Context: an optimization exercise on an open-source flow, tuned for small area, a short achievable clock period and few clock cycles per item. The choices shown serve that exercise and are no tape-out recipe. The RTL was checked by simulation tests, not by an equivalence proof against the original design. No activity file was given, so power comes from the tool's default toggle rates.

Design multi_dim_index_counter, start of the top module:
module multi_dim_index_counter #(
	parameter int MAX_DIMS    = mdic_pkg::DEF_MAX_DIMS,
	parameter int INDEX_WIDTH = mdic_pkg::DEF_INDEX_WIDTH
) (
	input  logic                       clk,
	input  logic                       arst_n,
	input  logic                       cfg_valid,
	output logic                       cfg_ready,
	input  logic [mdic_pkg::CFG_IDX_W-1:0]       cfg_index,
	input  logic [mdic_pkg::CFG_DAT_W-1:0]       cfg_data,
	input  logic                       in_valid,
	output logic                       in_ready,
	input  logic                       mode,
	input  logic signed [mdic_pkg::IDX_IN_W-1:0] index_0,
	input  logic signed [mdic_pkg::IDX_IN_W-1:0] index_1,
	input  logic signed [mdic_pkg::IDX_IN_W-1:0] index_2,
	input  logic signed [mdic_pkg::IDX_IN_W-1:0] index_3,
	output logic                       out_valid,
	input  logic                       out_ready,
	output logic [mdic_pkg::SIZE_W-1:0]          pos_0,
	output logic [mdic_pkg::SIZE_W-1:0]          pos_1,
	output logic [mdic_pkg::SIZE_W-1:0]          pos_2,
	output logic [mdic_pkg::SIZE_W-1:0]          pos_3,
	output logic                       overrun,
	output logic                       load_error
);
==> flow/config.mk <==
export PLATFORM = sky130hd
export DESIGN_NAME = multi_dim_index_counter
export DESIGN_NICKNAME = multi_dim_index_counter
export VERILOG_FILES = /design/flow/design.v
export SDC_FILE = /design/flow/constraint.sdc
export NUM_CORES = 4
export LEC_CHECK = 0
export CAP_MARGIN = 20
export CORE_MARGIN = 2
export CORE_UTILIZATION = 40
export SETUP_SLACK_MARGIN = 3.0
export SLEW_MARGIN = 20
==> flow/constraint.sdc <==
create_clock -name core_clock -period 6.5 [get_ports {clk}]
set_input_delay 1.3000 -clock core_clock [delete_from_list [all_inputs] [get_ports {clk}]]
set_output_delay 1.3000 -clock core_clock [all_outputs]
set_load 0.01 [all_outputs]
standard.sh (not shown) runs the stock make flow with config.mk's settings and CLKGATE_MAP_FILE= SYNTH_SCRIPT=/design/flow/synth_recipe.tcl, a recipe that flattens the netlist after the stock synthesis.
==> flow/flow/run.sh <==
#!/bin/bash
# Own layout flow: the standard layout (standard.sh, ORFS from synthesis to
# finish, with the standard synthesis unchanged), except that the port buffers
# are plain sky130_fd_sc_hd__buf_2 cells instead of the delay cells ORFS picks
# by default. Every input and output port still gets its own buffer.
set -euo pipefail
bash standard.sh "BUFFER_PORTS_ARGS=-buffer_cell sky130_fd_sc_hd__buf_2" finish > standard_make.log 2>&1
test -f out/final.def
Testbench counts at the start, summed over its fixed seeds: cycles 51,868, items 38,400.
Rerun with:
==> flow/run.sh (new file) <==
#!/bin/bash
# synth_recipe.tcl (not shown) runs the flow's synth.tcl, then flattens the netlist and writes it again
# the make line also repeats each setting of config.mk as NAME=value (left out here)
make -C /OpenROAD-flow-scripts/flow DESIGN_CONFIG=/design/flow/config.mk WORK_HOME=/design/flow/orfs CLKGATE_MAP_FILE= SYNTH_SCRIPT=/design/flow/synth_recipe.tcl finish
removed: flow/flow/run.sh
removed: flow/standard.sh
Effect: Clock power stays flat; hold slack got worse by 0.0060 ns; synthesized cell count stays the same; worst setup slack degrades by 0.077 ns; core utilization is higher by 3.3 points.
Rerun with:
==> flow/flow/run.sh (new file) <==
#!/bin/bash
# Own layout flow: the standard layout (standard.sh, ORFS from synthesis to
# finish, with the standard synthesis unchanged), except that the port buffers
# are plain sky130_fd_sc_hd__buf_2 cells instead of the delay cells ORFS picks
# by default. Every input and output port still gets its own buffer.
set -euo pipefail
bash standard.sh "BUFFER_PORTS_ARGS=-buffer_cell sky130_fd_sc_hd__buf_2" finish > standard_make.log 2>&1
test -f out/final.def
==> flow/standard.sh (new file) <==
#!/bin/bash
# synth_recipe.tcl (not shown) runs the flow's synth.tcl, then flattens the netlist and writes it again
# the make line also repeats each setting of config.mk as NAME=value (left out here)
make -C /OpenROAD-flow-scripts/flow DESIGN_CONFIG=/design/flow/config.mk WORK_HOME=/design/flow/orfs CLKGATE_MAP_FILE= SYNTH_SCRIPT=/design/flow/synth_recipe.tcl "${@:-finish}"
Settings changed: CORE_UTILIZATION 40 to 65, CTS_BUF_LIST from default to sky130_fd_sc_hd__clkbuf_4 sky130_fd_sc_hd__clkbuf_8, PLACE_DENSITY from default to 0.75.
removed: flow/run.sh
After rerunning:
- The changed run passed the timing, DRC and antenna checks
- clock-buffer cell count rises by 4
- sequential power stays flat
- worst hold slack improves by 0.0032 ns
- routed wire length decreases by 6.7%
- via count grows by 3.4%
- synthesized cell count is unchanged

==> separate check: timing with driven ports <==
How much do the figures lean on ideal ports? The routed layouts below were timed once more, with nothing changed but the port constraints.
Step 1 assumes that a clkbuf_16 drives the clock port and a buf_2 every other input.
Step 2, shift: input delay + t, output delay - t, t = (earliest + latest rising clock arrival at the registers) / 2. This alone moves slack from input paths to output paths.
Slacks: ideal / step 1 / step 2; pairs: ideal / step 1.
run	shift t [ns]	setup slack, ns	clock arrival spread, ns	worst slew at a driven data input, ns
the first run	0.493	2.739 / 2.743 / 2.250	0.016 / 0.015	0.09
the second run	0.496	2.662 / 2.675 / 2.178	0.010 / 0.011	0.05
the third run	0.514	2.810 / 2.802 / 2.289	0.035 / 0.035	0.09
After both steps setup and hold are still met in every run listed. The setup slack of the third run, which loses most, moves by -0.008 ns with the drivers and by -0.521 ns with both steps.
